What follows belongs to an exercise in optimizing a design on an open flow for small area; a production flow would make more cautious choices. Only simulation tests tie the RTL to the original design; equivalence was not proved. Power and IR drop assume default switching activity.

===== flow/design.v =====
`timescale 1ns/1ps
module fano_decoder_top (
    input  logic       clk,
    input  logic       nlocal_rst,
    input  logic       i_vld,
    input  logic [1:0] i_branch,
    output logic       o_vld,
    output logic       o_dec_sym
);
    localparam int WIN   = 64;            
    localparam int NSRCH = 53;            
    localparam logic [5:0] PTR_MAX = 6'd52;
    localparam logic [10:0] HIST_TAPS = 11'h596;
    localparam logic [3:0] S_INIT = 4'b0000;
    localparam logic [3:0] S_IDLE = 4'b0001;
    localparam logic [3:0] S_FM   = 4'b0010;
    localparam logic [3:0] S_MC1  = 4'b0101;
    localparam logic [3:0] S_MC2  = 4'b0110;
    localparam logic [3:0] S_MC3  = 4'b0111;
    localparam logic [3:0] S_BM0  = 4'b1000;
    localparam logic [3:0] S_BM1  = 4'b1001;
    localparam logic [3:0] S_BM2  = 4'b1010;
    localparam logic [3:0] S_BM3  = 4'b1011;
    logic [3:0]  state_q;
    logic [3:0]  state_d;
    logic        norm_en_q;
    logic [5:0]  ptr_q;
    logic [11:0] fwd_cnt_q;
    logic [NSRCH-1:0][1:0] rx_q;
    logic [WIN-1:0]        dec_q;
    logic [NSRCH-1:0]      worst_q;
    logic [10:0]           hist_q;
    logic                  dec_r;
    logic        bm_ed_q;
    logic        bm_ep_q;
    logic        bm_w_q;
    logic signed [13:0] t_q;
    logic [13:0]        t_run;
    logic signed [15:0] mc_q;
    logic signed [15:0] mp_q;
    logic signed [15:0] ms_c;
    logic clr;
    logic rst;
    logic s_idle, s_mc3, s_fm, s_bm0, s_bm2, s_bm3;
    logic ms_ge_t, mp_ge_t, mp_below_next, at_norm;
    logic fwd_move, back_move, start_fwd, mark_worst, t_up, t_down, norm;
    logic worst_here;
    logic [5:0]  rd_idx;
    logic [1:0]  rd_rx;
    logic        rd_worst;
    logic [5:0]  wr_idx;
    logic [5:0]  ptr_m1, ptr_p1, ptr_p2;
    logic        p_at_max;
    logic        h_down;
    logic        h_up;
    assign rst    = !nlocal_rst;
    assign clr    = rst || (state_q == S_INIT);
    assign s_idle = state_q == S_IDLE;
    assign s_mc3  = state_q == S_MC3;
    assign s_fm   = state_q == S_FM;
    assign s_bm0  = state_q == S_BM0;
    assign s_bm2  = state_q == S_BM2;
    assign s_bm3  = state_q == S_BM3;
    assign rd_idx   = s_bm0 ? ptr_q : ptr_m1;
    assign rd_rx    = rx_q[rd_idx];
    assign rd_worst = worst_q[rd_idx];
    assign worst_here = rd_worst;
    logic [10:0] bm_hist;
    logic        bm_start;
    logic        pick;
    logic        mis_d, mis_p;
    logic signed [15:0] bm_val;
    assign bm_start = start_fwd || s_bm0;
    assign bm_hist  = s_bm0 ? {dec_r, hist_q[10:1]} : hist_q[10:0];
    always_ff @(posedge clk) begin
        if (bm_start) begin
            bm_ed_q <= rd_rx[1];
            bm_ep_q <= rd_rx[0] ^ (^(bm_hist & HIST_TAPS));
            bm_w_q  <= s_bm0 ? rd_worst : state_q[3];
        end
    end
    assign pick  = (bm_ed_q & bm_ep_q) ^ bm_w_q;
    assign mis_d = bm_ed_q ^ pick;
    assign mis_p = bm_ep_q ^ pick;
    always_comb begin
        case ({state_q[3], mis_d, mis_p})
            3'b000:  bm_val = 16'sd2;
            3'b011:  bm_val = -16'sd10;
            3'b001:  bm_val = -16'sd4;
            3'b010:  bm_val = -16'sd4;
            3'b100:  bm_val = -16'sd2;
            3'b111:  bm_val = 16'sd10;
            default: bm_val = 16'sd4;
        endcase
    end
    logic signed [15:0] m_sum;
    logic [15:0] add_a;
    logic [3:0]  add_lo;
    logic        hi_en;
    logic [11:0] hi_run;
    assign add_a  = state_q[3] ? mp_q : mc_q;
    assign add_lo = {1'b0, add_a[3:1]} + {1'b0, bm_val[3:1]};
    assign hi_en  = add_lo[3] ^ bm_val[15];
    always_comb begin
        hi_run[0] = hi_en;
        for (int i = 1; i < 12; i++) begin
            hi_run[i] = hi_run[i-1] & (add_a[i+3] ^ bm_val[15]);
        end
    end
    assign m_sum = {add_a[15:4] ^ hi_run, add_lo[2:0], add_a[0]};
    logic signed [13:0] ms_hi;
    logic signed [13:0] mp_hi;
    assign ms_c  = m_sum;
    assign ms_hi = ms_c[15:2];
    assign mp_hi = mp_q[15:2];
    function automatic logic cmp_ge(input logic [13:0] x, input logic [13:0] y, input logic ge_in);
        logic c;
        logic xi, yi;
        c = ge_in;
        for (int i = 0; i < 14; i++) begin
            xi = (i == 13) ? !x[i] : x[i];
            yi = (i == 13) ? y[i] : !y[i];
            c = (xi & yi) | ((xi | yi) & c);
        end
        cmp_ge = c;
    endfunction
    logic mp_cmp;
    assign ms_ge_t       = cmp_ge(ms_hi, t_q, 1'b1);
    assign mp_cmp        = cmp_ge(mp_hi, t_q, !s_fm);
    assign mp_ge_t       = mp_cmp;
    assign mp_below_next = !mp_cmp && !(!t_q[13] && t_run[13]);
    assign at_norm       = t_q == 14'sd64;
    assign fwd_move   = s_mc3 && ms_ge_t;
    assign back_move  = (s_mc3 && !ms_ge_t && mp_ge_t) || (s_bm3 && worst_here && mp_ge_t);
    assign t_down     = (s_mc3 && !ms_ge_t && !mp_ge_t) || (s_bm3 && worst_here && !mp_ge_t);
    assign t_up       = s_fm && mp_below_next;
    assign norm       = s_idle && at_norm && norm_en_q;
    assign mark_worst = s_bm3 && !worst_here;
    assign start_fwd  = (s_idle && ptr_q != 6'd0) || mark_worst;
    always_comb begin
        state_d = state_q;
        case (state_q)
            S_INIT: state_d = S_IDLE;
            S_IDLE: if (ptr_q != 6'd0) state_d = S_MC1;
            S_MC1:  state_d = S_MC2;
            S_MC2:  state_d = S_MC3;
            S_MC3:  state_d = ms_ge_t ? S_FM : (mp_ge_t ? S_BM0 : S_IDLE);
            S_FM:   state_d = S_IDLE;
            S_BM0:  state_d = S_BM1;
            S_BM1:  state_d = S_BM2;
            S_BM2:  state_d = S_BM3;
            S_BM3:  state_d = worst_here ? (mp_ge_t ? S_BM0 : S_IDLE) : S_MC1;
            default: state_d = S_INIT;
        endcase
    end
    always_ff @(posedge clk) begin
        if (!nlocal_rst) begin
            state_q <= S_INIT;
        end else begin
            state_q <= state_d;
        end
    end
    always_ff @(posedge clk) begin
        if (clr || state_q[3:2] == 2'b01) begin
            norm_en_q <= 1'b1;
        end else if (norm) begin
            norm_en_q <= 1'b0;
        end
    end
    assign ptr_m1 = ptr_q - 6'd1;
    assign ptr_p1 = ptr_q + 6'd1;
    assign ptr_p2 = ptr_q + 6'd2;
    always_ff @(posedge clk) begin
        if (clr) begin
            ptr_q <= '0;
        end else if (fwd_move) begin
            ptr_q <= i_vld ? ptr_q : ptr_m1;
        end else if (back_move && i_vld) begin
            ptr_q <= (ptr_q >= PTR_MAX - 6'd1) ? PTR_MAX : ptr_p2;
        end else if (back_move || i_vld) begin
            ptr_q <= p_at_max ? PTR_MAX : ptr_p1;
        end
    end
    logic       cnt_lo_zero;     
    logic       cnt_hi_zero;     
    logic       cnt_is_0, cnt_is_1, cnt_is_max;
    logic       cnt_up_in, cnt_dn_in;
    assign cnt_lo_zero = fwd_cnt_q[10:0] == 11'd0;
    assign cnt_hi_zero = fwd_cnt_q[11:1] == 11'd0;
    assign cnt_is_0    = cnt_hi_zero && !fwd_cnt_q[0];
    assign cnt_is_1    = cnt_hi_zero && fwd_cnt_q[0];
    assign cnt_is_max  = cnt_lo_zero && fwd_cnt_q[11];
    assign cnt_up_in   = fwd_cnt_q[11] ^ fwd_cnt_q[5] ^ fwd_cnt_q[3] ^ fwd_cnt_q[0] ^ cnt_lo_zero;
    assign cnt_dn_in   = fwd_cnt_q[0] ^ fwd_cnt_q[6] ^ fwd_cnt_q[4] ^ fwd_cnt_q[1] ^ cnt_hi_zero;
    always_ff @(posedge clk) begin
        if (rst) begin
            fwd_cnt_q <= '0;
        end else if (fwd_move && !cnt_is_max) begin
            fwd_cnt_q <= {fwd_cnt_q[10:0], cnt_up_in};
        end else if (back_move && !cnt_is_0) begin
            fwd_cnt_q <= {cnt_dn_in, fwd_cnt_q[11:1]};
        end
    end
    assign wr_idx = i_vld ? ptr_q : ptr_m1;
    always_ff @(posedge clk) begin
        if (i_vld) begin
            rx_q <= {rx_q[NSRCH-2:0], i_branch};
        end
    end
    always_ff @(posedge clk) begin
        for (int s = 0; s < WIN; s++) begin
            if (rst) begin
                dec_q[s] <= 1'b0;
            end else if (s < NSRCH && fwd_move && wr_idx == 6'(s)) begin
                dec_q[s] <= pick;
            end else if (i_vld) begin
                dec_q[s] <= (s == 0) ? 1'b0 : dec_q[(s == 0) ? 0 : s - 1];
            end
        end
    end
    always_ff @(posedge clk) begin
        for (int s = 0; s < NSRCH; s++) begin
            if (rst) begin
                worst_q[s] <= 1'b0;
            end else if (start_fwd && wr_idx == 6'(s)) begin
                worst_q[s] <= state_q[3];
            end else if (i_vld) begin
                worst_q[s] <= (s == 0) ? 1'b0 : worst_q[(s == 0) ? 0 : s - 1];
            end
        end
    end
    assign p_at_max = ptr_q == PTR_MAX;
    assign h_down   = fwd_move || (p_at_max && i_vld);
    assign h_up     = back_move && !p_at_max && !(ptr_q == PTR_MAX - 6'd1 && i_vld);
    logic [WIN-12:0] dec_above;
    assign dec_above = dec_q[WIN-1:11];
    assign dec_r     = dec_above[ptr_q];
    always_ff @(posedge clk) begin
        if (rst) begin
            hist_q <= '0;
        end else if (h_down) begin
            hist_q <= {hist_q[9:0], fwd_move ? pick : dec_q[PTR_MAX-1]};
        end else if (h_up) begin
            hist_q <= {dec_r, hist_q[10:1]};
        end
    end
    always_comb begin
        t_run[0] = 1'b1;
        for (int i = 1; i < 14; i++) begin
            t_run[i] = t_run[i-1] & (t_q[i-1] ^ t_down);
        end
    end
    always_ff @(posedge clk) begin
        if (rst) begin
            t_q  <= '0;
            mc_q <= '0;
            mp_q <= 16'sh8000;
        end else begin
            if (t_down || t_up) begin
                t_q <= t_q ^ t_run;
            end else if (norm) begin
                t_q <= 14'sd32;
            end
            if (fwd_move) begin
                mp_q <= mc_q;
                mc_q <= ms_c;
            end else if (back_move) begin
                mc_q <= mp_q;
            end else if (norm) begin
                mp_q <= mp_q >>> 1;
                mc_q <= mc_q >>> 1;
            end else if (s_bm2) begin
                if (cnt_is_0) begin
                    mp_q <= 16'sh8000;
                end else if (cnt_is_1) begin
                    mp_q <= '0;
                end else begin
                    mp_q <= m_sum;
                end
            end
        end
    end
    always_ff @(posedge clk) begin
        if (!nlocal_rst) begin
            o_vld <= 1'b0;
        end else begin
            o_vld <= i_vld;
        end
    end
    always_ff @(posedge clk) begin
        o_dec_sym <= dec_q[WIN-1];
    end
endmodule

===== flow/flow/run.sh =====
#!/bin/bash
# Own layout flow: the standard layout (standard.sh, unchanged synthesis
# script and register mapping) with two changes:
#  - the ABC script that maps the synthesised logic to cells
#    (flow/abc_speed.script: ORFS's speed script with delay relaxation and more
#    area-recovery rounds, and without its final buffering and sizing passes,
#    which placement's repair redoes anyway)
#  - clock tree synthesis with clkbuf_4 only, small sink clusters and no dummy
#    loads (flow/cts_args.txt)
# Each step's output goes to its own log in this folder; ORFS keeps its logs
# under orfs/logs.
set -euo pipefail
here=$(pwd)
rm -rf "$here/scripts"
cp -r "$FLOW_HOME/scripts" "$here/scripts"
cp "$here/flow/abc_speed.script" "$here/scripts/abc_speed.script"
cts_args=$(cat "$here/flow/cts_args.txt")
bash "$here/standard.sh" SCRIPTS_DIR="$here/scripts" "CTS_ARGS=$cts_args" finish > "$here/standard_flow.log" 2>&1

===== flow/flow/abc_speed.script =====
&get -n
&st
&dch -f
&nf -R 1000 -F 8
&st
&dc2
&dch -f
&nf -R 1000 -F 8
&st
&dc2
&dch -f
&nf -R 1000 -F 8
&st
&dc2
&dch -f
&nf -R 1000 -F 8
&st
&dc2
&dch -f
&nf -R 1000 -F 8
&put
topo

===== flow/flow/cts_args.txt =====
-sink_clustering_enable -repair_clock_nets -dont_use_dummy_load -buf_list sky130_fd_sc_hd__clkbuf_4 -sink_clustering_size 9 -sink_clustering_max_diameter 40

===== flow/standard.sh =====
#!/bin/bash
# synth_recipe.tcl (not shown) runs the flow's synth.tcl, then flattens the netlist and writes it again
# the make line also repeats each setting of config.mk as NAME=value (left out here)
make -C /OpenROAD-flow-scripts/flow DESIGN_CONFIG=/design/flow/config.mk WORK_HOME=/design/flow/orfs CLKGATE_MAP_FILE= SYNTH_SCRIPT=/design/flow/synth_recipe.tcl "${@:-finish}"

===== flow/config.mk =====
export PLATFORM = sky130hd
export DESIGN_NAME = fano_decoder_top
export DESIGN_NICKNAME = fano_decoder_top
export VERILOG_FILES = /design/flow/design.v
export SDC_FILE = /design/flow/constraint.sdc
export NUM_CORES = 4
export LEC_CHECK = 0
export CAP_MARGIN = 20
export CORE_MARGIN = 2
export CORE_UTILIZATION = 65
export SLEW_MARGIN = 20

===== flow/constraint.sdc =====
create_clock -name core_clock -period 8.0 [get_ports {clk}]
set_input_delay 1.6000 -clock core_clock [delete_from_list [all_inputs] [get_ports {clk}]]
set_output_delay 1.6000 -clock core_clock [all_outputs]
set_load 0.01 [all_outputs]

==> run_results.csv, run 1 <==
group,metric,value,unit
status,status,"timing/DRC/antenna clean",
placed_design,io_buffers,6,
sta,period_minus_slack,7.47,ns
sta,rsz0062_at_grt,"no",
clock_network,cts-buffers-inserted,46,
logic_synthesis,ys_ff_latch,306,
worst_setup_path,cp_slowest_stage_delay,0.48,ns
detailed_routing,wl,40.4,mm
worst_setup_path,cpLargestDelayFamily,"simple AND/OR/NAND/NOR gates",
worst_setup_path,critical_path.endpoint_type,"flip-flop",
worst_setup_path,path_common_cell,"a21oi_1",
pwr,leakage,5.81,nW
worst_setup_path,slowest_stage,"edfxtp_1",
clock_network,root_buffer,"clkbuf_4",
global_routing,gr-total-overflow,0,
placed_design,hpwl,25.2,mm
layout,final_area,16600,um^2
detailed_routing,route.vias.total,13636,
floorplan,fp-row-count,56,
logic_synthesis,syn_avg_cell_area,9.65,um^2
sta,max_freq,134,MHz
global_routing,antenna_found_initial,1,
sta,finalClockSkew,0.0726,ns
clock_network,clock_sinks,306,
floorplan,design.core.area,23300,um^2
logic_synthesis,ys_types,50,
logic_synthesis,synth_fp_nets,1602,
sta,fin_setup_tns,0,ns
detailed_routing,wire_per_inst,20.2,um
clock_network,cts_tree,"yes",
clock_network,h-tree-depth,2,
logic_synthesis,synthCells,1587,
logic_synthesis,synth.most_common_cell,"a21oi_1",
worst_setup_path,cp_max_fo,7,
floorplan,die_h,158,um
pwr,peakVddDrop,0.000124,V
detailed_routing,drtIter0Drc,1257,
worst_setup_path,path_class,"flip-flop to flip-flop",
sta,max_slew_margin,20.9,%
worst_setup_path,start_kind,"flip-flop",
logic_synthesis,yosysWarnings,1,
pwr,pwr_density_cell,181,nW/um^2
worst_setup_path,timing.rr.end,"t_q[12]",
clock_network,clockBufferDepth,3,
logic_synthesis,synth_edf_count,109,
sta,slew_viol_final,0,
placed_design,place_ws,-0.0161,ns
logic_synthesis,yosys_most_used_dff,"dfxtp_1",
floorplan,die_w,158,um
floorplan,io_pins,7,
global_routing,grt_pass1_vias,12485,
worst_setup_path,r2r-start,"bm_w_q",
detailed_routing,drt_first_pass_iters,6,
global_routing,grt_pass1_wl,64.0,mm
floorplan,die_area,24800,um^2
placed_design,placed_area,16100,um^2
worst_setup_path,path_buf_inv,1,
min_path,holdPathStages,0,
global_routing,grt_max_degree,97,
clock_network,clock_latency,0.70,ns
detailed_routing,drtAntennaViolNets,0,
min_path,whs_endpoint,"o_dec_sym",
placed_design,place_congestion,0.918,
worst_setup_path,critPathArrivalTime,7.99,ns
detailed_routing,drc_errors,0,
logic_synthesis,synthTopCellsByCount,"217 x a21oi_1, 197 x dfxtp_1, 166 x o21ai_0",
layout,nets,1698,
layout,fillers,1882,
floorplan,initial_core_util,65.7,%
min_path,hold_start,"dec_q[63]",
clock_network,path_clk_slew,0.08,ns
worst_setup_path,ff2ff_setup_slack,0.53,ns
layout,area_growth,8.29,%
global_routing,track_usage,31.9,%
logic_synthesis,synth_top_cell_by_area,"dfxtp_1",
layout,multi_input_area,8100,um^2
worst_setup_path,r2r_cells,35,
sta,hold_viol_final,0,
layout,register_area,7220,um^2
sta,final-setup-viol-count,0,
logic_synthesis,yosysTopAreaCellShare,25.7,%
layout,drive_gt1_share,7.26,%
logic_synthesis,async_reset_ff_share,0,%
sta,finalCritPeriodShare,93.4,%
logic_synthesis,yosysSeqAreaShare,47.1,%
flow_run,max-cap-violations,0,
logic_synthesis,netlist_area,15300,um^2
logic_synthesis,ys_top_cells_by_area,"dfxtp_1 26%, edfxtp_1 21%, mux2i_1 7.9%",
detailed_routing,viasPerCell,6.81,
worst_setup_path,required,8.52,ns
clock_network,cts_hold_buf,0,
sta,worst_pin_slew,1.18,ns
sta,setup_slack,0.532,ns
min_path,hold_path_class,"flip-flop to flip-flop",
[state kept, by name, summed over array words and instances, names as in the netlist]
name / flops
norm_en_q: 1
bm_ed_q: 1
o_vld: 1
t_q: 14
rx_q: 106
dec_q: 64
mp_q: 15
mc_q: 15
o_dec_sym: 1
ptr_q: 6
hist_q: 11
state_q: 4
bm_ep_q: 1
worst_q: 53
bm_w_q: 1
fwd_cnt_q: 12
[cell families (layout without fill, tap and decap cells)]
family	Yosys count	after routing	share of synthesized area [%]
AOI/OAI and AO/OA	593	593	23.7
and+or+nand+nor	443	443	13.6
DFF	306	306	47.1
muxes	141	141	10.3
xor gates and xnor gates	53	53	3.03
buffers and inverters	33	127	0.808
adders and majority gates	18	18	1.39
other	0	1	0
[per-layer routing]
layer	global-route usage, %	part of all wire, %	vias up
met5	0	0	-
met4	10.5	2.6	0
met3	5.48	7.4	93
met2	50.7	46	542
met1	44.2	44	6539
li1	-	-	6462
[power breakdown]
part           internal [mW]  switching, mW  leakage, nW
sequential              1.66         0.0290         2.66
combinational          0.174          0.375         2.95
clock                  0.263          0.498        0.212
total                   2.09          0.902         5.81
[layout by cell type, fill, tap and decap left out, types with 7 or more instances in the layout]
master and n:
nand3_1 156, a222oi_1 15, edfxtp_1 109, a221oi_1 20, o21ai_0 161, nor3_1 48
mux2i_1 121, nand2_1 84, ha_1 9, nor2b_1 12, a22oi_1 16, buf_4 40
a211oi_1 8, mux2_1 7, dfxtp_1 196, a21oi_1 215, a31oi_1 16, mux4_2 13
maj3_1 8, nor2_1 87, clkbuf_4 46, xor2_1 16, o22ai_1 49, and3_1 10
xnor2_1 35, clkinv_1 32, a41o_1 54
[how the worst max path moves through the flow]
stage             from       to  slack [ns]  cells after the start
2_1_floorplan  bm_ed_q  t_q[12]        0.07                     35
3_3_place_gp    bm_w_q  t_q[12]        0.28                     33
3_5_place_dp    bm_w_q  t_q[12]       -0.02                     34
4_1_cts         bm_w_q  t_q[12]        0.07                     33
5_1_grt         bm_w_q  t_q[12]        0.03                     36
6_report        bm_w_q  t_q[12]        0.53                     35
[stage by stage]
step	instances	power (mW)	hold slack [ns]	utilization, %
after floorplan	1587	2.04	0.346	-
after global placement	1950	2.24	0.385	69.1
after detailed placement	1950	2.25	0.382	69.1
after CTS	1996	3.00	0.397	70.6
after global routing	2001	3.12	0.407	71.1
final	2001	3.00	0.395	71.1
[layout make-up]
cell class | count | area share, %
diodes | 1 | 0.0151
well taps | 319 | 2.41
multi-input cells | 1248 | 48.8
inverters | 33 | 0.747
clock buffers | 46 | 2.08
flip-flops and latches | 306 | 43.5
repair buffers | 48 | 2.46
[repair_timing]
action,CTS,global route
endpoints found under the hold margin,0,0
resized for setup,1,14
setup endpoints to repair,2,7
pin swaps,0,2
setup buffers,0,2
==> inputs of run 2 (changes only) <==
==> flow/flow/cts_args.txt (replaced) <==
-sink_clustering_enable -repair_clock_nets -dont_use_dummy_load -buf_list sky130_fd_sc_hd__clkbuf_4 -sink_clustering_size 12 -sink_clustering_max_diameter 35
==> run_results.csv, run 2 <==
group,metric,value,unit
sta,fin_setup_tns,0,ns
floorplan,die_h,158,um
pwr,finalPower,3.01,mW
global_routing,gr-total-overflow,0,
clock_network,cts-buffers-inserted,47,
worst_setup_path,path_class,"flip-flop to flip-flop",
logic_synthesis,synth_fp_nets,1602,
placed_design,hpwl,25.2,mm
worst_setup_path,start_kind,"flip-flop",
logic_synthesis,synthCells,1587,
global_routing,track_usage,31.8,%
detailed_routing,route.vias.total,13627,
layout,utilization,71.1,%
placed_design,place_ws,-0.0161,ns
logic_synthesis,syn_avg_cell_area,9.65,um^2
logic_synthesis,yosysWarnings,1,
worst_setup_path,cp_slowest_stage_delay,0.48,ns
floorplan,fp-row-count,56,
detailed_routing,wire_per_inst,20.1,um
pwr,internal_power,2.10,mW
pwr,pwr_density_cell,181,nW/um^2
logic_synthesis,yosysTopAreaCellShare,25.7,%
clock_network,clockBufferDepth,3,
detailed_routing,wl,40.3,mm
floorplan,design.core.area,23300,um^2
layout,final_cells,2005,
pwr,leakage,5.82,nW
sta,max_freq,133,MHz
detailed_routing,drtAntennaViolNets,0,
layout,mostFrequentLayoutCells,"215 x a21oi_1, 196 x dfxtp_1, 161 x o21ai_0",
clock_network,cts_tree,"yes",
placed_design,io_buffers,6,
logic_synthesis,async_reset_ff_share,0,%
placed_design,place_congestion,0.918,
logic_synthesis,ys_ff_latch,306,
global_routing,grt_pass1_vias,12449,
floorplan,initial_core_util,65.7,%
sta,finalClockSkew,0.104,ns
logic_synthesis,netlist_area,15300,um^2
placed_design,dp_cells,1950,
worst_setup_path,critPathArrivalTime,8.01,ns
worst_setup_path,required,8.50,ns
layout,reg.largest.list,"rx_q: 106 flops, dec_q: 64 flops, worst_q: 53 flops",
global_routing,antenna_found_initial,1,
sta,finalCritPeriodShare,93.9,%
logic_synthesis,synthTopCellsByCount,"217 x a21oi_1, 197 x dfxtp_1, 166 x o21ai_0",
detailed_routing,drtIter0Drc,1400,
pwr,switchingPower,0.906,mW
layout,nets,1699,
layout,regMostFlops,"rx_q",
floorplan,io_pins,7,
clock_network,clock_latency,0.72,ns
layout,layout_commonest_cell,"a21oi_1",
pwr,power_frac_clock,25.6,%
detailed_routing,drc_errors,0,
worst_setup_path,cp_max_fo,7,
pwr,p_seq_share,56.1,%
global_routing,grt_max_degree,97,
placed_design,placed_area,16100,um^2
clock_network,clock_sinks,306,
logic_synthesis,yosysSeqAreaShare,47.1,%
sta,timing.hold.ws,0.395,ns
flow_run,max-cap-violations,0,
global_routing,grt_pass1_wl,64.0,mm
clock_network,path_clk_slew,0.09,ns
logic_synthesis,synth_edf_count,109,
layout,largest_reg_flops,106,
clock_network,h-tree-depth,2,
detailed_routing,viasPerCell,6.80,
sta,worst_pin_slew,1.20,ns
logic_synthesis,yosys_most_used_dff,"dfxtp_1",
detailed_routing,drt_first_pass_iters,7,
worst_setup_path,cpLargestDelayFamily,"simple AND/OR/NAND/NOR gates",
logic_synthesis,ys_top_cells_by_area,"dfxtp_1 26%, edfxtp_1 21%, mux2i_1 7.9%",
sta,max_slew_margin,19.7,%
floorplan,die_w,158,um
worst_setup_path,critical_path.endpoint_type,"flip-flop",
layout,drive_gt1_share,7.25,%
sta,slew_viol_final,0,
sta,setup_slack,0.485,ns
layout,final_area,16600,um^2
logic_synthesis,synth.most_common_cell,"a21oi_1",
worst_setup_path,path_buf_inv,1,
sta,period_minus_slack,7.52,ns
status,status,"timing/DRC/antenna clean",
clock_network,cts_hold_buf,0,
logic_synthesis,ys_types,50,
pwr,peakVddDrop,0.000130,V
floorplan,die_area,24800,um^2
min_path,hold_path_class,"flip-flop to flip-flop",
layout,area_growth,8.32,%
clock_network,root_buffer,"clkbuf_4",
sta,final-setup-viol-count,0,
pwr,switching_share,30.1,%
worst_setup_path,slowest_stage,"edfxtp_1",
logic_synthesis,synth_top_cell_by_area,"dfxtp_1",
sta,hold_viol_final,0,
pwr,power_frac_comb,18.4,%
worst_setup_path,path_common_cell,"a21oi_1",
## run 2: final timing paths
kind	start	endpoint	depth (start not counted)	slack, ns
worst max-delay path	bm_w_q	t_q[12]	35	0.48
worst max register to register	bm_w_q	t_q[12]	35	0.48
worst min register to register	dec_q[63]	o_dec_sym	0	0.40
worst min-delay path	dec_q[63]	o_dec_sym	0	0.40
## run 2: logic make-up (layout without fill, tap and decap cells)
| family | Yosys count | after routing | synth area share, % |
|---|---|---|---|
| other | 0 | 4 | 0 |
| buffers and inverters | 33 | 128 | 0.808 |
| xor gates and xnor gates | 53 | 53 | 3.03 |
| adders and majority gates | 18 | 18 | 1.39 |
| muxes | 141 | 141 | 10.3 |
| DFF | 306 | 306 | 47.1 |
| and+or+nand+nor | 443 | 443 | 13.6 |
| AOI/OAI and AO/OA | 593 | 593 | 23.7 |
## run 2: final cells by class
cell class	count	area [um^2]
multi-input combinational	1248	8090
sequential	306	7220
fill	1846	6740
timing repair buffer	48	408
tap	319	399
clock buffer	47	353
inverter	33	124
antenna	4	10.0
## run 2: power groups by stage
| stage | Combinational (mW) | Sequential (mW) | Clock, mW |
|---|---|---|---|
| after floorplan | 0.322 | 1.71 | 0 |
| after global placement | 0.520 | 1.72 | 0 |
| after detailed placement | 0.528 | 1.72 | 0 |
| after CTS | 0.529 | 1.69 | 0.784 |
| after global routing | 0.593 | 1.69 | 0.844 |
| final | 0.552 | 1.69 | 0.768 |
## run 2: routing by layer
metal | vias up | track usage (%) | wire, um
li1 | 6471 | - | -
met1 | 6471 | 44.5 | 17600
met2 | 584 | 50.7 | 18500
met3 | 101 | 5.26 | 3250
met4 | 0 | 9.91 | 1030
met5 | - | 0 | 0
## run 2: repair_timing
| item | in CTS | in global routing |
|---|---|---|
| gates resized for setup | 1 | 12 |
| pin swaps | 0 | 2 |
| setup endpoints to repair | 1 | 7 |
| setup buffers | 0 | 2 |
| hold endpoints to repair | 0 | 0 |
## run 2: worst reg2reg max path: cells and delay by family, from the launching register on
kind                     cells  cell delay, ns
AND/OR/NAND/NOR             15            3.07
AO/OA/AOI/OAI               12            1.90
multiplexers                 3            0.80
adder cells (fa/ha/maj)      2            0.51
flip-flops                   1            0.48
XOR/XNOR                     2            0.45
buffers and inverters        1            0.16
==> inputs of run 3 (changes only) <==
--- a/flow/design.v
+++ b/flow/design.v
@@ -23,7 +23,6 @@
     localparam logic [3:0] S_BM3  = 4'b1011;
     logic [3:0]  state_q;
     logic [3:0]  state_d;
-    logic        norm_en_q;
     logic [5:0]  ptr_q;
     logic [11:0] fwd_cnt_q;
     logic [NSRCH-1:0][1:0] rx_q;
@@ -48,7 +47,6 @@
     logic [5:0]  rd_idx;
     logic [1:0]  rd_rx;
     logic        rd_worst;
-    logic [5:0]  wr_idx;
     logic [5:0]  ptr_m1, ptr_p1, ptr_p2;
     logic        p_at_max;
     logic        h_down;
@@ -134,7 +132,7 @@
     assign back_move  = (s_mc3 && !ms_ge_t && mp_ge_t) || (s_bm3 && worst_here && mp_ge_t);
     assign t_down     = (s_mc3 && !ms_ge_t && !mp_ge_t) || (s_bm3 && worst_here && !mp_ge_t);
     assign t_up       = s_fm && mp_below_next;
-    assign norm       = s_idle && at_norm && norm_en_q;
+    assign norm       = s_idle && at_norm;
     assign mark_worst = s_bm3 && !worst_here;
     assign start_fwd  = (s_idle && ptr_q != 6'd0) || mark_worst;
     always_comb begin
@@ -160,13 +158,6 @@
             state_q <= state_d;
         end
     end
-    always_ff @(posedge clk) begin
-        if (clr || state_q[3:2] == 2'b01) begin
-            norm_en_q <= 1'b1;
-        end else if (norm) begin
-            norm_en_q <= 1'b0;
-        end
-    end
     assign ptr_m1 = ptr_q - 6'd1;
     assign ptr_p1 = ptr_q + 6'd1;
     assign ptr_p2 = ptr_q + 6'd2;
@@ -201,32 +192,39 @@
             fwd_cnt_q <= {cnt_dn_in, fwd_cnt_q[11:1]};
         end
     end
-    assign wr_idx = i_vld ? ptr_q : ptr_m1;
     always_ff @(posedge clk) begin
         if (i_vld) begin
             rx_q <= {rx_q[NSRCH-2:0], i_branch};
         end
     end
-    always_ff @(posedge clk) begin
-        for (int s = 0; s < WIN; s++) begin
-            if (rst) begin
-                dec_q[s] <= 1'b0;
-            end else if (s < NSRCH && fwd_move && wr_idx == 6'(s)) begin
-                dec_q[s] <= pick;
-            end else if (i_vld) begin
-                dec_q[s] <= (s == 0) ? 1'b0 : dec_q[(s == 0) ? 0 : s - 1];
-            end
-        end
-    end
-    always_ff @(posedge clk) begin
+    logic [NSRCH-1:0] hit_pre;
+    logic [WIN-1:0]   dec_pre;
+    logic [NSRCH-1:0] worst_pre;
+    always_comb begin
         for (int s = 0; s < NSRCH; s++) begin
-            if (rst) begin
-                worst_q[s] <= 1'b0;
-            end else if (start_fwd && wr_idx == 6'(s)) begin
-                worst_q[s] <= state_q[3];
-            end else if (i_vld) begin
-                worst_q[s] <= (s == 0) ? 1'b0 : worst_q[(s == 0) ? 0 : s - 1];
-            end
+            hit_pre[s] = ptr_m1 == 6'(s);
+        end
+        dec_pre = dec_q;
+        worst_pre = worst_q;
+        for (int s = 0; s < NSRCH; s++) begin
+            if (fwd_move && hit_pre[s]) begin
+                dec_pre[s] = pick;
+            end
+            if (start_fwd && hit_pre[s]) begin
+                worst_pre[s] = state_q[3];
+            end
+        end
+    end
+    always_ff @(posedge clk) begin
+        if (rst) begin
+            dec_q   <= '0;
+            worst_q <= '0;
+        end else if (i_vld) begin
+            dec_q   <= {dec_pre[WIN-2:0], 1'b0};
+            worst_q <= {worst_pre[NSRCH-2:0], 1'b0};
+        end else begin
+            dec_q   <= dec_pre;
+            worst_q <= worst_pre;
         end
     end
     assign p_at_max = ptr_q == PTR_MAX;
==> flow/flow/cts_args.txt (replaced) <==
-sink_clustering_enable -repair_clock_nets -dont_use_dummy_load -buf_list sky130_fd_sc_hd__clkbuf_4 -sink_clustering_size 9 -sink_clustering_max_diameter 40
--- a/flow/config.mk
+++ b/flow/config.mk
@@ -7,5 +7,5 @@
 export LEC_CHECK = 0
 export CAP_MARGIN = 20
 export CORE_MARGIN = 2
-export CORE_UTILIZATION = 65
+export CORE_UTILIZATION = 70
 export SLEW_MARGIN = 20
==> run_results.csv, run 3 <==
group,metric,value,unit
status,status,"timing/DRC/antenna clean",
pwr,leakage,4.82,nW
sta,period_minus_slack,7.54,ns
layout,fillers,1461,
sta,slew_viol_final,0,
layout,area_growth,7.15,%
sta,max_freq,133,MHz
layout,drive_gt1_share,6.56,%
global_routing,track_usage,33.9,%
global_routing,gr-total-overflow,0,
logic_synthesis,synth_top_cell_by_area,"dfxtp_1",
clock_network,cts_tree,"yes",
logic_synthesis,yosysWarnings,1,
sta,hold_viol_final,0,
detailed_routing,wl,38.1,mm
detailed_routing,drt-met1-wl,16.2,mm
floorplan,design.core.area,20400,um^2
worst_setup_path,cp_max_fo,7,
worst_setup_path,critPathArrivalTime,8.06,ns
clock_network,cts-buffers-inserted,43,
global_routing,grt_pass1_wl,60.9,mm
logic_synthesis,synthTopCellsByCount,"196 x dfxtp_1, 135 x o22ai_1, 126 x nand2_1",
logic_synthesis,synth.most_common_cell,"dfxtp_1",
pwr,pwr_density_cell,185,nW/um^2
sta,rsz0062_at_grt,"yes",
logic_synthesis,ys_ff_latch,305,
detailed_routing,route.vias.total,12881,
worst_setup_path,worstSetupStartpoint,"bm_ed_q",
clock_network,clock_sinks,305,
sta,fin_setup_tns,0,ns
clock_network,clockBufferDepth,3,
floorplan,fp-row-count,52,
logic_synthesis,yosysSeqAreaShare,49.2,%
floorplan,initial_core_util,71.9,%
clock_network,clock_latency,0.70,ns
pwr,finalPower,2.91,mW
logic_synthesis,syn_avg_cell_area,9.81,um^2
pwr,switching_share,30.0,%
detailed_routing,drt_first_pass_iters,6,
placed_design,hpwl,23.5,mm
detailed_routing,top_layer,"met4",
detailed_routing,drtAntennaViolNets,0,
floorplan,die_area,22100,um^2
worst_setup_path,r2r-start,"bm_ed_q",
worst_setup_path,path_class,"flip-flop to flip-flop",
layout,regMostFlops,"rx_q",
logic_synthesis,yosysTopAreaCellShare,26.8,%
detailed_routing,met3_wirelength,3.69,mm
global_routing,grt_pass1_vias,11908,
logic_synthesis,ys_top_cells_by_area,"dfxtp_1 27%, edfxtp_1 22%, mux2i_1 8.1%",
sta,final-setup-viol-count,0,
global_routing,antenna_found_initial,1,
floorplan,io_pins,7,
placed_design,place_congestion,0.921,
sta,finalClockSkew,0.106,ns
logic_synthesis,async_reset_ff_share,0,%
worst_setup_path,path_common_cell,"nand2_1",
floorplan,die_h,149,um
logic_synthesis,synth_edf_count,109,
min_path,hold_start,"rx_q[98]",
detailed_routing,drtIter0Drc,1774,
clock_network,root_buffer,"clkbuf_4",
logic_synthesis,yosys_most_used_dff,"dfxtp_1",
worst_setup_path,cp_slowest_stage_delay,0.44,ns
logic_synthesis,ys_types,49,
sta,finalCritPeriodShare,94.3,%
worst_setup_path,slowest_stage,"edfxtp_1",
pwr,internal_power,2.03,mW
pwr,peakVddDrop,0.000178,V
pwr,p_seq_share,57.6,%
pwr,switchingPower,0.873,mW
placed_design,io_buffers,6,
logic_synthesis,synthCells,1493,
worst_setup_path,critical_path.endpoint_type,"flip-flop",
detailed_routing,route.met2.wl,17.3,mm
layout,mostFrequentLayoutCells,"195 x dfxtp_1, 135 x o22ai_1, 124 x nand2_1",
logic_synthesis,netlist_area,14600,um^2
floorplan,die_w,149,um
detailed_routing,wire_per_inst,20.7,um
detailed_routing,drc_errors,0,
clock_network,path_clk_slew,0.10,ns
layout,largest_reg_flops,106,
layout,layout_commonest_cell,"dfxtp_1",
pwr,power_frac_comb,16.7,%
min_path,hold_path_class,"flip-flop to flip-flop",
flow_run,max-cap-violations,0,
sta,worst_pin_slew,1.11,ns
detailed_routing,viasPerCell,6.99,
sta,max_slew_margin,25.8,%
pwr,power_frac_clock,25.7,%
global_routing,grt_max_degree,106,
logic_synthesis,synth_fp_nets,1512,
layout,reg.largest.list,"rx_q: 106 flops, dec_q: 64 flops, worst_q: 53 flops",
worst_setup_path,required,8.52,ns
worst_setup_path,start_kind,"flip-flop",
clock_network,h-tree-depth,2,
layout,nets,1592,
## run 3: cell types whose count changed in the layout (fill, tap and decap cells not counted), sizes merged, moves of 49 or more
cell,before,now
a41o,54,2
nand3,156,39
o22ai,49,135
o21ai,166,117
a21oi,217,98
nor3,50,121
## run 3: stage by stage
stage,cells,hold slack [ns],instance area (um^2),setup WS [ns],utilization (%)
after floorplan,1493,0.351,14700,0.0248,-
after global placement,1796,0.378,15300,0.717,75.2
after detailed placement,1796,0.379,15300,0.456,75.2
after CTS,1839,0.366,15600,0.319,76.7
after global routing,1842,0.372,15700,-0.0720,77.0
final,1842,0.374,15700,0.455,77.0
## run 3: cell type report
| cell class | count | area, um^2 | area share [%] |
|---|---|---|---|
| repair buffers | 35 | 295 | 1.88 |
| multi-input cells | 1160 | 7420 | 47.3 |
| flip-flops and latches | 305 | 7200 | 45.9 |
| diodes | 1 | 2.50 | 0.0160 |
| clock buffers | 43 | 323 | 2.06 |
| inverters | 28 | 109 | 0.694 |
| well taps | 270 | 338 | 2.15 |
## run 3: worst paths after layout
path,endpoint,slack (ns),cells past startpoint
worst max-delay path,t_q[12],0.46,40
worst min-delay path,rx_q[100],0.37,0
worst max register to register,t_q[12],0.46,40
worst min register to register,rx_q[100],0.37,0
## run 3: cell families after synthesis
family                   count (synthesis)  synth area share, %
multiplexers                           135                 10.4
AND/OR/NAND/NOR                        461                 14.1
XOR/XNOR                                54                 3.23
flip-flops                             305                 49.2
buffers and inverters                   28                0.718
AO/OA/AOI/OAI                          490                 20.8
adder cells (fa/ha/maj)                 20                 1.66
## run 3: power by group through the flow
| stage | Clock, mW | Combinational, mW | Sequential (mW) |
|---|---|---|---|
| after floorplan | 0 | 0.296 | 1.70 |
| after global placement | 0 | 0.451 | 1.71 |
| after detailed placement | 0 | 0.461 | 1.71 |
| after CTS | 0.750 | 0.463 | 1.67 |
| after global routing | 0.816 | 0.517 | 1.68 |
| final | 0.748 | 0.485 | 1.68 |
## run 3: metal layers
layer | up-vias | global-route usage, %
met5 | - | 0
met4 | 0 | 11.7
met3 | 95 | 5.58
met2 | 692 | 52.2
met1 | 6077 | 49.2
li1 | 6017 | -
## run 3: worst max-delay path: cells and delay by family (launching register included)
| kind | cells | cell delay [ns] |
|---|---|---|
| and+or+nand+nor | 18 | 2.78 |
| adders and majority gates | 6 | 1.91 |
| AOI/OAI and AO/OA | 12 | 1.63 |
| DFF | 1 | 0.44 |
| xor gates and xnor gates | 2 | 0.32 |
| buffers and inverters | 2 | 0.25 |
## run 3: timing repair
action / 4_1_cts / 5_1_grt
resized for setup: 0 / 7
buffers inserted: 0 / 0
setup endpoints to repair: 0 / 9
hold buffers: 0 / 0
==> inputs of run 4 (changes only) <==
--- a/flow/design.v
+++ b/flow/design.v
@@ -45,6 +45,7 @@
     logic fwd_move, back_move, start_fwd, mark_worst, t_up, t_down, norm;
     logic worst_here;
     logic [5:0]  rd_idx;
+    logic [NSRCH-1:0] hit_pre;
     logic [1:0]  rd_rx;
     logic        rd_worst;
     logic [5:0]  ptr_m1, ptr_p1, ptr_p2;
@@ -197,12 +198,11 @@
             rx_q <= {rx_q[NSRCH-2:0], i_branch};
         end
     end
-    logic [NSRCH-1:0] hit_pre;
     logic [WIN-1:0]   dec_pre;
     logic [NSRCH-1:0] worst_pre;
     always_comb begin
         for (int s = 0; s < NSRCH; s++) begin
-            hit_pre[s] = ptr_m1 == 6'(s);
+            hit_pre[s] = ptr_q == 6'(s + 1);
         end
         dec_pre = dec_q;
         worst_pre = worst_q;
@@ -232,7 +232,12 @@
     assign h_up     = back_move && !p_at_max && !(ptr_q == PTR_MAX - 6'd1 && i_vld);
     logic [WIN-12:0] dec_above;
     assign dec_above = dec_q[WIN-1:11];
-    assign dec_r     = dec_above[ptr_q];
+    always_comb begin
+        dec_r = 1'b0;
+        for (int s = 0; s < NSRCH - 1; s++) begin
+            dec_r = dec_r | (hit_pre[s] & dec_q[s+12]);
+        end
+    end
     always_ff @(posedge clk) begin
         if (rst) begin
             hist_q <= '0;
==> run_results.csv, run 4 <==
group,metric,value,unit
worst_setup_path,timing.rr.end,"t_q[6]",
detailed_routing,drtIter0Drc,1606,
pwr,peakVddDrop,0.000144,V
detailed_routing,route.vias.total,12985,
clock_network,cts_tree,"yes",
placed_design,io_buffers,6,
worst_setup_path,required,8.53,ns
sta,worst_pin_slew,1.04,ns
logic_synthesis,ys_ff_latch,305,
worst_setup_path,slowest_stage,"dfxtp_1",
detailed_routing,drc_errors,0,
logic_synthesis,synthCells,1500,
logic_synthesis,netlist_area,14400,um^2
floorplan,die_area,21800,um^2
layout,final_area,15500,um^2
logic_synthesis,yosys_most_used_dff,"dfxtp_1",
layout,register_area,7200,um^2
logic_synthesis,synth_edf_count,109,
placed_design,place_ws,0.271,ns
logic_synthesis,synth_fp_nets,1518,
logic_synthesis,async_reset_ff_share,0,%
detailed_routing,wl,40.4,mm
floorplan,fp-row-count,52,
logic_synthesis,synth.most_common_cell,"dfxtp_1",
pwr,pwr_density_cell,198,nW/um^2
worst_setup_path,start_kind,"flip-flop",
worst_setup_path,critPathArrivalTime,8.01,ns
worst_setup_path,cp_max_fo,10,
global_routing,antenna_found_initial,1,
pwr,switchingPower,0.950,mW
clock_network,clockBufferDepth,3,
logic_synthesis,yosysTopAreaCellShare,27.2,%
placed_design,dp_cells,1801,
detailed_routing,viasPerCell,7.02,
floorplan,die_h,148,um
global_routing,grt_max_degree,106,
pwr,power_frac_clock,24.9,%
logic_synthesis,ys_types,50,
clock_network,clock_sinks,305,
logic_synthesis,yosysWarnings,1,
clock_network,root_buffer,"clkbuf_4",
worst_setup_path,crit_path_end,"t_q[6]",
clock_network,h-tree-depth,2,
clock_network,clock_latency,0.70,ns
placed_design,hpwl,26.9,mm
sta,max_slew_margin,30.9,%
detailed_routing,wire_per_inst,21.8,um
worst_setup_path,r2r_cells,30,
sta,hold_viol_final,0,
sta,finalClockSkew,0.0705,ns
min_path,hold_path_class,"flip-flop to flip-flop",
sta,setup_slack,0.527,ns
sta,max_freq,134,MHz
detailed_routing,drtAntennaViolNets,0,
pwr,p_seq_share,55.2,%
layout,fillers,1457,
worst_setup_path,r2r-start,"state_q[1]",
global_routing,track_usage,36.6,%
worst_setup_path,path_class,"flip-flop to flip-flop",
global_routing,gr-total-overflow,0,
logic_synthesis,ys_top_cells_by_area,"dfxtp_1 27%, edfxtp_1 23%, o22ai_1 6.2%",
logic_synthesis,synthTopCellsByCount,"196 x dfxtp_1, 150 x a21oi_1, 144 x o22ai_1",
sta,period_minus_slack,7.47,ns
global_routing,grt_pass1_vias,12113,
layout,reg.largest.list,"rx_q: 106 flops, dec_q: 64 flops, worst_q: 53 flops",
layout,nets,1599,
clock_network,path_clk_slew,0.11,ns
pwr,leakage,5.47,nW
clock_network,cts_hold_buf,0,
layout,regMostFlops,"rx_q",
pwr,power_frac_comb,19.9,%
sta,timing.hold.ws,0.425,ns
worst_setup_path,critical_path.endpoint_type,"flip-flop",
sta,finalCritPeriodShare,93.4,%
worst_setup_path,path_common_cell,"maj3_1",
pwr,internal_power,2.12,mW
sta,slew_viol_final,0,
global_routing,grt_pass1_wl,64.0,mm
clock_network,cts-buffers-inserted,45,
flow_run,max-cap-violations,0,
layout,area_growth,7.45,%
layout,multi_input_area,7220,um^2
logic_synthesis,synth_top_cell_by_area,"dfxtp_1",
logic_synthesis,yosysSeqAreaShare,49.9,%
floorplan,design.core.area,20200,um^2
logic_synthesis,syn_avg_cell_area,9.61,um^2
layout,drive_gt1_share,5.70,%
floorplan,io_pins,7,
worst_setup_path,cp_slowest_stage_delay,0.49,ns
layout,final_cells,1850,
worst_setup_path,worstSetupStartpoint,"state_q[1]",
layout,layout_commonest_cell,"dfxtp_1",
pwr,switching_share,31.0,%
worst_setup_path,ff2ff_setup_slack,0.53,ns
sta,final-setup-viol-count,0,
layout,largest_reg_flops,106,
detailed_routing,drt_first_pass_iters,8,
placed_design,place_congestion,0.939,
status,status,"timing/DRC/antenna clean",
placed_design,placed_area,15100,um^2
floorplan,initial_core_util,71.3,%
floorplan,die_w,148,um
layout,mostFrequentLayoutCells,"195 x dfxtp_1, 148 x a21oi_1, 144 x o22ai_1",
-- run 4: cell types whose count changed in the layout (fill, tap and decap cells not counted), sizes merged, moves of 13 or more --
cell / delta
o21ai: -13
a22oi: +38
a31oi: -28
mux2i: -49
a21o: +53
a221oi: +14
mux4: -13
nor2: +18
nor3: -83
a21oi: +52
a222oi: -15
-- run 4: timing repair --
action | CTS | global route
endpoints found under the setup margin | 0 | 14
gates resized for setup | 0 | 10
setup buffers | 0 | 2
-- run 4: how the worst min path moves through the flow --
stage / from / to / depth (start not counted)
global placement: dec_q[63] / o_dec_sym / 0
CTS: dec_q[63] / o_dec_sym / 0
global route: dec_q[63] / o_dec_sym / 0
floorplan: dec_q[63] / o_dec_sym / 0
finish: dec_q[63] / o_dec_sym / 0
detailed placement: dec_q[63] / o_dec_sym / 0
-- run 4: area by class of cell --
type                       count  share of cell area, %
timing repair buffer          34                   1.86
clock buffer                  45                   2.18
sequential                   305                   46.5
antenna                        1                 0.0161
inverter                      30                  0.727
multi-input combinational   1165                   46.6
tap                          270                   2.18
-- run 4: kinds of logic after synthesis --
logic type	after synthesis	synth area share, %
AO/OA/AOI/OAI	613	26.9
adder cells (fa/ha/maj)	24	1.94
XOR/XNOR	51	3.10
buffers and inverters	30	0.781
AND/OR/NAND/NOR	402	12.1
multiplexers	75	5.25
flip-flops	305	49.9
-- run 4: critical path, delay by kind of cell (launching register included) --
family,cells,cell delay [ns]
AO/OA/AOI/OAI,5,0.87
flip-flops,1,0.49
AND/OR/NAND/NOR,14,2.63
adder cells (fa/ha/maj),9,3.07
buffers and inverters,1,0.11
XOR/XNOR,1,0.15
-- run 4: power groups by stage --
| stage | Sequential (mW) | Combinational (mW) | Clock (mW) |
|---|---|---|---|
| 3_3_place_gp | 1.72 | 0.554 | 0 |
| 2_1_floorplan | 1.71 | 0.382 | 0 |
| 3_5_place_dp | 1.72 | 0.570 | 0 |
| 6_report | 1.69 | 0.610 | 0.764 |
| 4_1_cts | 1.69 | 0.573 | 0.769 |
| 5_1_grt | 1.70 | 0.661 | 0.830 |
-- run 4: stage by stage --
stage	power (mW)	util [%]	TNS [ns]
after floorplan	2.09	-	0
after global placement	2.27	74.4	0
after detailed placement	2.29	74.4	0
after CTS	3.03	76.1	0
after global routing	3.19	76.6	-0.0230
final	3.07	76.6	0
-- run 4: layer usage --
layer  up-vias  GRT usage (%)  wire length (um)
met5         -              0                 0
met4         0           15.8              1690
met3       120           5.43              3240
met2       691           59.6             19200
met1      6177           49.3             16200
li1       5997              -                 -

re-timing with driven ports:
Ports are ideal in the flow. The routed layouts listed here were re-timed in OpenROAD. Step 1 (the two cells are an assumption about what drives the block):
set clk [get_ports {clk}]
set_driving_cell -lib_cell sky130_fd_sc_hd__clkbuf_16 $clk
set_driving_cell -lib_cell sky130_fd_sc_hd__buf_2 [delete_from_list [all_inputs] $clk]
Step 2 also shifts input and output timing later by t, the mid clock arrival at the registers, as if the neighbouring blocks saw the same clock. Three values: no drivers, after step 1, after step 2; two values: the first two.
run | shift t [ns] | setup slack, ns | latest minus earliest clock arrival (ns) | slew at the worst register clock pin (ns)
run 1 | 0.708 | 0.532 / 0.532 / 0.532 | 0.072 / 0.073 | 0.10 / 0.10
run 2 | 0.709 | 0.485 / 0.485 / 0.485 | 0.104 / 0.104 | 0.11 / 0.11
run 3 | 0.693 | 0.455 / 0.455 / 0.455 | 0.110 / 0.110 | 0.10 / 0.10
run 4 | 0.705 | 0.527 / 0.527 / 0.527 | 0.070 / 0.071 | 0.11 / 0.11
After both steps setup and hold are still met in every run listed.
